This design comes from an exercise in tuning for small area and few clock cycles per item on the open sky130 flow, not from production work. Where RTL was checked, it was by simulation tests only, not by an equivalence proof against the original. Only the layout flow was run in runs 2 and 3; the RTL was not checked for function there.

## flow/design.v (module list and top-level ports; edited modules follow where they fit)
// module fp_mult_pipe: 1152 lines
// module fp_mult_fa: 10 lines
// module fp_mult_ha: 9 lines
module fp_mult_pipe #(
  parameter int unsigned EXP_W = 8,
  parameter int unsigned MAN_W = 23,
  parameter int unsigned TAG_W = 4
) (
  input  logic                   clk,
  input  logic                   rstn,
  input  logic                   in_valid,
  output logic                   in_ready,
  input  logic [EXP_W+MAN_W:0]   a,
  input  logic [EXP_W+MAN_W:0]   b,
  input  logic [TAG_W-1:0]       in_tag,
  output logic                   out_valid,
  input  logic                   out_ready,
  output logic [EXP_W+MAN_W:0]   result,
  output logic [TAG_W-1:0]       out_tag,
  output logic [3:0]             flags
);
  // ...
==> flow/flow/run.sh <==
#!/bin/bash
# Standard ORFS layout (the standard.sh) with three changes:
# - plain buf_2 buffers on the ports instead of the delay cell buffer_ports picks by itself;
# - the synthesis buffers are removed at floorplan, so repair_design rebuffers from scratch;
# - CTS with clkbuf_8 and without dummy loads.
# Each ORFS step writes its full log under orfs/logs/; make's own output goes to make.log.
set -euo pipefail
bash standard.sh BUFFER_PORTS_ARGS="-buffer_cell sky130_fd_sc_hd__buf_2" REMOVE_ABC_BUFFERS=1 \
  CTS_ARGS="-sink_clustering_enable -repair_clock_nets -buf_list sky130_fd_sc_hd__clkbuf_8 -dont_use_dummy_load" \
  finish > make.log 2>&1
==> flow/standard.sh <==
#!/bin/bash
# synth_recipe.tcl (not shown) runs the flow's synth.tcl, then flattens the netlist and writes it again
# the make line also repeats each setting of config.mk as NAME=value (left out here)
make -C /OpenROAD-flow-scripts/flow DESIGN_CONFIG=/design/flow/config.mk WORK_HOME=/design/flow/orfs CLKGATE_MAP_FILE= SYNTH_SCRIPT=/design/flow/synth_recipe.tcl "${@:-finish}"
==> flow/config.mk <==
export PLATFORM = sky130hd
export DESIGN_NAME = fp_mult_pipe
export DESIGN_NICKNAME = fp_mult_pipe
export VERILOG_FILES = /design/flow/design.v
export SDC_FILE = /design/flow/constraint.sdc
export NUM_CORES = 4
export LEC_CHECK = 0
export ABC_AREA = 1
export CAP_MARGIN = 20
export CORE_MARGIN = 2
export CORE_UTILIZATION = 40
export CTS_BUF_LIST = sky130_fd_sc_hd__clkbuf_8
export GPL_TIMING_DRIVEN = 0
export SETUP_SLACK_MARGIN = -0.05
export SLEW_MARGIN = 20
export SYNTH_HIERARCHICAL = 1
export SYNTH_MINIMUM_KEEP_SIZE = 0
==> flow/constraint.sdc <==
create_clock -name core_clock -period 7.0 [get_ports {clk}]
set_input_delay 1.4000 -clock core_clock [delete_from_list [all_inputs] [get_ports {clk}]]
set_output_delay 1.4000 -clock core_clock [all_outputs]
set_load 0.01 [all_outputs]
==> impl_metrics.yaml, run 1 <==
outcome:
  status: "timing/DRC/antenna clean"
clocking:
  cts_buffers: 5
  path_clk_slew_ns: 0.08
  cts_hold_buffers: 0
  cts_tree: "done"
  cts_max_level: 2
critical_path:
  crit_family: "adder cells"
  worstPathCellList: "buf_6 -> inv_2 -> nand2_1 -> nand2_1 -> nand2_4 -> o22ai_1 -> xor2_1 -> fa_1 -> fa_1 -> fa_1 -> fa_1 -> fa_1 -> ha_1 -> inv_1 -> fa_1 -> o21ai_2 -> a21oi_2 -> o21ai_2 -> a21oi_1 -> o21ai_0 -> nand2_1 -> inv_1 -> nor2_1"
  endpoint_kind: "flop"
  startpoint: "b[1]"
  criticalPathCategory: "input port to flop"
detailed_routing:
  viasPerCell: 5.94
  drt_iter0_drc: 1495
placement:
  place.gp.congestion: 0.885
sta:
  fmax_mhz: 147
global_route:
  grt_pass1_wl_um: 81000
  use_met3: 0.0484
  busiest_layer: "met2"
  grt_max_degree: 34
finish:
  largest_reg_flops: 26
  fillers: 3734
  clock_buffers: 5
yosys:
  synth_top_area_share: 0.340
  syn-cell-area_um2: 15600
  synthAdderAreaFrac: 0.388
  synthTopCellsByArea: "fa_1 (34%), xor2_1 (15%), o22ai_1 (11%)"
worst_hold_path:
  hold_class: "flop to flop"
floorplanning:
  taps: 518
Testbench counts, summed over its fixed seeds: cycles 16,008, items 16,000.
==> run 2: changes to the inputs <==
--- a/flow/design.v
+++ b/flow/design.v
@@ -18,26 +18,27 @@
 );
   logic adv;
   assign adv      = ~out_valid | out_ready;
   assign in_ready = adv;
   logic [7:0]  ea, eb;
   logic [22:0] fa, fb;
   logic nan_a, nan_b, snan_a, snan_b, inf_a, inf_b, zero_a, zero_b;
   logic nan, ixz, inf, zero;
+  logic fa_nz, fb_nz;   
   assign ea = a[30:23];
   assign eb = b[30:23];
   assign fa = a[22:0];
   assign fb = b[22:0];
-  assign nan_a  = (&ea) & (|fa);
-  assign nan_b  = (&eb) & (|fb);
+  assign nan_a  = (&ea) & fa_nz;
+  assign nan_b  = (&eb) & fb_nz;
   assign snan_a = nan_a & ~fa[22];
   assign snan_b = nan_b & ~fb[22];
-  assign inf_a  = (&ea) & ~(|fa);
-  assign inf_b  = (&eb) & ~(|fb);
+  assign inf_a  = (&ea) & ~fa_nz;
+  assign inf_b  = (&eb) & ~fb_nz;
   assign zero_a = ~(|ea);
   assign zero_b = ~(|eb);
   assign nan    = nan_a | nan_b;
   assign ixz    = (inf_a & zero_b) | (zero_a & inf_b);
   assign inf    = inf_a | inf_b;
   assign zero   = zero_a | zero_b;
   logic [22:0] ma, mb;
   assign ma = fa;
@@ -1054,16 +1055,18 @@
   wire G0_6_717 = G3_6_712 | (P3_6_713 & G0_3_715);
   wire P0_6_718 = P3_6_713 & P0_3_716;
   wire G0_11_719 = G6_11_708 | (P6_11_709 & G0_6_717);
   wire P0_11_720 = P6_11_709 & P0_6_718;
   wire G0_22_721 = G11_22_700 | (P11_22_701 & G0_11_719);
   wire P0_22_722 = P11_22_701 & P0_11_720;
   wire prod_c = G0_22_721;
   wire [25:0] prod_hi = {c46_639, c45_638, c44_637, c43_636, c42_635, c41_634, c40_633, c39_632, c38_631, c37_630, c36_629, c35_628, c34_627, c33_626, c32_625, c31_624, c30_623, c29_622, c28_621, c27_620, c26_619, c25_618, c24_617, c23_616, c22_615, c21_614} + {1'b0, s46_639, s45_638, s44_637, s43_636, s42_635, s41_634, s40_633, s39_632, s38_631, s37_630, s36_629, s35_628, s34_627, s33_626, s32_625, s31_624, s30_623, s29_622, s28_621, s27_620, s26_619, s25_618, s24_617, s23_616, s22_615};
+  assign fa_nz = ~(tza[22] & ~ma[22]);
+  assign fb_nz = ~(tzb[22] & ~mb[22]);
   logic [2:0] cls;
   always_comb begin
     if (nan)       cls = {1'b1, snan_a | snan_b, 1'b1};
     else if (ixz)  cls = 3'b111;
     else if (inf)  cls = 3'b110;
     else if (zero) cls = 3'b100;
     else           cls = 3'b000;
   end
--- a/flow/config.mk
+++ b/flow/config.mk
@@ -6,12 +6,12 @@
 export NUM_CORES = 4
 export LEC_CHECK = 0
 export ABC_AREA = 1
 export CAP_MARGIN = 20
 export CORE_MARGIN = 2
 export CORE_UTILIZATION = 40
 export CTS_BUF_LIST = sky130_fd_sc_hd__clkbuf_8
 export GPL_TIMING_DRIVEN = 0
-export SETUP_SLACK_MARGIN = -0.05
+export SETUP_SLACK_MARGIN = 0.02
 export SLEW_MARGIN = 20
 export SYNTH_HIERARCHICAL = 1
 export SYNTH_MINIMUM_KEEP_SIZE = 0
==> impl_metrics.yaml, run 2 <==
yosys:
  synth.distinct_cells: 54
  syn-cell-area_um2: 15600
  synthTopCellsByArea: "fa_1 (34%), xor2_1 (16%), o22ai_1 (11%)"
  synth_top_area_share: 0.342
  synth_edf_count: 45
  synth_common_cells: "xor2_1 (279), fa_1 (266), o22ai_1 (264)"
  yosysMostFrequentCell: "xor2_1"
  syn-instance-count: 1788
  avgSynthCellArea_um2: 8.71
  ys.flop_type: "edfxtp_1"
  ys_ff_latch: 46
  synth_area_leader_cell: "fa_1"
  postSynth.asyncResetShare: 0.0217
  synth_seq_area_share: 0.0884
  ys_warn_count: 8
sta:
  slew_headroom: 0.271
  fin_crit_ns: 6.91
  setup_ws_ns: 0.0920
  setup-violations-final: 0
  worstMarginPinSlew_ns: 1.09
  finalHoldViolCount: 0
  timing.final.crit_share: 0.987
  fin_skew_ns: 0.0122
  holdWs_ns: 0.743
  grt_setup_unrepaired: "true"
  fmax_mhz: 145
  drv_slew: 0
finish:
  top_register: "r_p"
  layout_common_cells: "xor2_1 (277), o22ai_1 (264), fa_1 (263)"
  fin_util: 0.462
  largest_reg_flops: 26
  final_common_cell: "xor2_1"
  final_layout_size_suffix_gt1_frac: 0.187
  reg_top3: "r_p x26, r_esum x9, r_tag x4"
  final_nets: 2253
  finalInstanceArea_um2: 17800
  fillers: 3785
  area_growth_pct: 14.4
global_route:
  grt_use_total: 0.260
  grt_max_degree: 36
  antenna_found_initial: 3
  grt_remaining_overflow: 0
  grt_pass1_vias: 14600
  grt_pass1_wl_um: 82600
clocking:
  cts_buffers: 5
  insertion_delay_ns: 0.29
  cts_max_level: 2
  cts.sinks: 46
  cts_tree: "done"
  path_clk_slew_ns: 0.08
  cts_root_buf: "clkbuf_8"
  cts_hold_buffers: 0
  cts_buffer_depth: 2
detailed_routing:
  ant_nets: 0
  drt_iter0_drc: 1404
  totalWireLength_um: 55200
  vias: 14300
  highest_layer: "met5"
  wl_met3_um: 5790
  viasPerCell: 6.04
  drcViolationCount: 0
  wl_met2_um: 25500
  wl_met1_um: 21100
  firstDrtPassIters: 7
  drt-wirelength-per-cell_um: 23.2
critical_path:
  arrival_ns: 5.51
  cpMostUsedCell: "nand2_2"
  slowest_delay_ns: 0.40
  crit_required_ns: 5.60
  endpoint_kind: "output port"
  critPathLaunchType: "flop"
  crit_fanout: 7
  critPathSlowestCell: "edfxtp_1"
  criticalPathCategory: "flop to output port"
placement:
  hpwl_um: 36700
  dp_slack_ns: -1.59
  place.gp.congestion: 0.910
  place_area_um2: 16500
  portBuffers: 113
floorplanning:
  dieHeight_um: 201
  start_util: 0.404
  die_area_um2: 40500
  coreArea_um2: 38600
  rows: 72
  fp.dieW_um: 201
  io_pins: 114
run:
  drv_cap: 0
worst_hold_path:
  hold_class: "flop to flop"
outcome:
  status: "timing/DRC/antenna clean"
run 2: final timing paths:
| check | end | cells past startpoint | slack [ns] | startpoint |
|---|---|---|---|---|
| max in group asynchronous | r_v | 1 | 6.06 | rstn |
| setup / recovery | result[11] | 36 | 0.09 | r_p[8] |
| hold reg to reg | r_v | 2 | 0.74 | r_v |
| min in group asynchronous | r_v | 1 | 0.86 | rstn |
| setup reg to reg | r_c | 2 | 5.74 | r_v |
| hold / removal | r_v | 2 | 0.74 | r_v |
run 2: timing repair:
action / 4_1_cts / 5_1_grt
gates resized for setup: 86 / 87
pin swaps: 13 / 31
buffers inserted: 18 / 36
hold endpoints to repair: 0 / 0
endpoints found under the setup margin: 60 / 45
gates cloned: 6 / 10
run 2: critical path: cells and delay by family, from the launching register on:
kind | cells | cell delay, ns
AND/OR/NAND/NOR | 24 | 2.86
adder cells (fa/ha/maj) | 3 | 0.94
buffers and inverters | 5 | 0.50
flip-flops | 1 | 0.40
AO/OA/AOI/OAI | 3 | 0.29
XOR/XNOR | 1 | 0.21
run 2: per-stage QoR:
step                      TNS (ns)  instances
after floorplan                  0       1659
after global placement      -58.90       2290
after detailed placement    -46.08       2297
after CTS                        0       2326
after global routing         -4.51       2372
final                            0       2375
run 2: routing by layer:
metal / track usage / vias to the layer above
met5: 0 / -
met3: 0.0470 / 183
met1: 0.337 / 7033
met2: 0.428 / 903
li1: - / 6213
met4: 0.110 / 2
run 2: modules after synthesis, one instance, submodules excluded:
module	flops+latches	cells inside
fp_mult_fa	0	1
fp_mult_pipe	46	1508
fp_mult_ha	0	1
run 2: area by class of cell:
cell class	instances	area, um2	share of cell area
Tap cell	518	648	0.0364
Sequential cell	46	1380	0.0772
Multi-Input combinational cell	1488	13800	0.772
Timing Repair inverter	10	56.3	0.00316
Clock buffer	5	68.8	0.00386
Timing Repair Buffer	175	1340	0.0751
Antenna cell	3	7.51	0.000421
Inverter	130	563	0.0316
run 2: cells by family (layout without fill, tap and decap cells):
family / after synthesis / in the layout / synth area share
simple gates: 430 / 434 / 0.125
compound gates: 428 / 429 / 0.165
fa+ha+maj: 325 / 325 / 0.389
xor+xnor: 294 / 294 / 0.165
buf+inv: 264 / 320 / 0.0668
flops: 46 / 46 / 0.0884
other cells: 1 / 9 / 0.000241
==> run 3: changes to the inputs <==
--- a/flow/config.mk
+++ b/flow/config.mk
@@ -13,3 +13,3 @@
 export GPL_TIMING_DRIVEN = 0
-export SETUP_SLACK_MARGIN = 0.02
+export SETUP_SLACK_MARGIN = -0.1
 export SLEW_MARGIN = 20
==> impl_metrics.yaml, run 3 <==
outcome:
  status: "failed layout checks"
  violations: "negative setup slack"
yosys:
  syn-cell-area_um2: 15600
  synth.distinct_cells: 54
  synth_seq_area_share: 0.0884
  syn-instance-count: 1788
  ys_warn_count: 8
  ys.flop_type: "edfxtp_1"
  synth_top_area_share: 0.342
  ys_ff_latch: 46
  synth_common_cells: "xor2_1 (279), fa_1 (266), o22ai_1 (264)"
  synth_area_leader_cell: "fa_1"
  postSynth.asyncResetShare: 0.0217
  synthTopCellsByArea: "fa_1 (34%), xor2_1 (16%), o22ai_1 (11%)"
  synth_edf_count: 45
  avgSynthCellArea_um2: 8.71
  yosysMostFrequentCell: "xor2_1"
floorplanning:
  io_pins: 114
  fp.dieW_um: 201
  coreArea_um2: 38600
  start_util: 0.404
  die_area_um2: 40500
  rows: 72
  dieHeight_um: 201
worst_hold_path:
  hold-path-endpoint: "r_v"
  hold_depth: 2
  hold_class: "flop to flop"
  worstHoldStart: "r_v"
sta:
  fin_crit_ns: 7.05
  fin_skew_ns: 0.0126
  drv_slew: 0
  setup_tns_ns: -0.220
  setup-violations-final: 9
  slew_headroom: 0.271
  timing.final.crit_share: 1.01
  finalHoldViolCount: 0
  setup_ws_ns: -0.0524
  worstMarginPinSlew_ns: 1.09
  holdWs_ns: 0.744
  fmax_mhz: 142
  grt_setup_unrepaired: "true"
detailed_routing:
  ant_nets: 0
  viasPerCell: 6.05
  drt-wirelength-per-cell_um: 23.1
  drt_iter0_drc: 1380
  firstDrtPassIters: 7
  drcViolationCount: 0
  totalWireLength_um: 54600
  vias: 14300
clocking:
  cts_buffer_depth: 2
  insertion_delay_ns: 0.29
  path_clk_slew_ns: 0.08
  cts_root_buf: "clkbuf_8"
  cts.sinks: 46
  cts_buffers: 5
  cts_tree: "done"
  cts_max_level: 2
  cts_hold_buffers: 0
finish:
  final_common_cell: "xor2_1"
  final_layout_size_suffix_gt1_frac: 0.175
  area_growth_pct: 13.2
  fillers: 3807
  fin_util: 0.457
  layout_common_cells: "xor2_1 (277), o22ai_1 (264), fa_1 (263)"
  largest_reg_flops: 26
  final_nets: 2242
  stdcell_count: 2365
  reg_top3: "r_p x26, r_esum x9, r_tag x4"
  top_register: "r_p"
critical_path:
  critPathSlowestCell: "edfxtp_1"
  worstRegToRegCells: 2
  cpMostUsedCell: "nor2_4"
  critPathLaunchType: "flop"
  arrival_ns: 5.65
  crit_required_ns: 5.60
  slowest_delay_ns: 0.39
  startpoint: "r_p[22]"
  crit_fanout: 7
  r2r-end: "r_c"
  criticalPathCategory: "flop to output port"
  r2r_start: "r_v"
  r2r_slack_ns: 5.74
  endpoint_kind: "output port"
global_route:
  grt_remaining_overflow: 0
  grt_pass1_vias: 14500
  antenna_found_initial: 3
  grt_max_degree: 36
  grt_use_total: 0.256
  grt_pass1_wl_um: 81600
placement:
  hpwl_um: 36700
  place.gp.congestion: 0.910
  dpl.cell_count: 2297
  portBuffers: 113
run:
  drv_cap: 0
[run 3: worst max path at each step]
stage / end / cells after the start
3_5_place_dp: r_p[16] / 25
4_1_cts: r_p[16] / 25
5_1_grt: result[19] / 36
6_report: result[21] / 36
3_3_place_gp: r_p[16] / 23
2_1_floorplan: r_p[16] / 22
[run 3: cells by family after synthesis]
group	share of synthesized area
XOR/XNOR	0.165
other	0.000241
flip-flops	0.0884
AND/OR/NAND/NOR	0.125
AO/OA/AOI/OAI	0.165
adder cells (fa/ha/maj)	0.389
buffers and inverters	0.0668
[run 3: Yosys stat by module (local to each module, per instance)]
module | times used | area (um2) | cells inside
fp_mult_ha | 18 | 12.5 | 1
fp_mult_fa | 262 | 20.0 | 1
fp_mult_pipe | 1 | 10100 | 1508
[run 3: critical path: cells and delay by family (launching register included)]
kind            cells  cell delay, ns
compound gates      3            0.24
xor+xnor            1            0.21
fa+ha+maj           3            0.95
buf+inv             5            0.50
flops               1            0.39
simple gates       24            3.05
[run 3: timing repair]
item	4_1_cts	5_1_grt
endpoints found under the setup margin	60	43
pin swaps	7	36
setup buffers	9	38
gates resized for setup	68	76
gates cloned	2	9
[run 3: per-layer routing]
metal / track usage / vias up / wire [um]
met4: 0.105 / 2 / 2450
li1: - / 6186 / -
met1: 0.330 / 7013 / 20800
met3: 0.0525 / 176 / 5730
met2: 0.421 / 930 / 25500
met5: 0 / - / 18
[run 3: layout make-up]
cell class / count / area [um2] / area share
tap: 518 / 648 / 0.0368
antenna: 4 / 10.0 / 0.000568
clock buffer: 5 / 68.8 / 0.00390
timing repair buffer: 169 / 1260 / 0.0716
multi-input combinational: 1488 / 13700 / 0.777
timing repair inverter: 5 / 28.8 / 0.00163
sequential: 46 / 1380 / 0.0781
inverter: 130 / 543 / 0.0308
[run 3: metrics by stage]
stage / area [um2] / setup WS, ns
2_1_floorplan: 15000 / 0.160
3_3_place_gp: 16300 / -2.25
3_5_place_dp: 16500 / -1.59
4_1_cts: 16900 / -0.107
5_1_grt: 17600 / -0.373
6_report: 17600 / -0.0524

## separate check: timing with driven ports
The results above use ideal ports. As a check the final layouts listed here were re-extracted and re-timed, cells and wires unchanged. Step 1 sets driving cells, clkbuf_16 on the clock port and buf_2 on the other inputs (assumed; they add their load-dependent delay and slew). Step 2, shift: input delay + t, output delay - t, t = (earliest + latest rising clock arrival at the registers) / 2. This alone moves slack from input paths to output paths. Slacks: ideal / step 1 / step 2; pairs: ideal / step 1.
run | t, ns | slack for setup (ns) | hold WS [ns] | worst setup path at the end
run 1 | 0.336 | 0.181 / 0.156 / -0.180 | 0.750 / 0.750 / 0.750 | input to register
run 2 | 0.322 | 0.092 / 0.057 / -0.162 | 0.743 / 0.743 / 0.743 | input to register
run 3 | 0.323 | -0.052 / -0.088 / -0.296 | 0.744 / 0.744 / 0.744 | input to register
Met with ideal ports but missed after step 2: setup timing in run 1 and run 2. The setup slack of run 1, which loses most, moves by -0.025 ns with the drivers and by -0.361 ns with both steps.
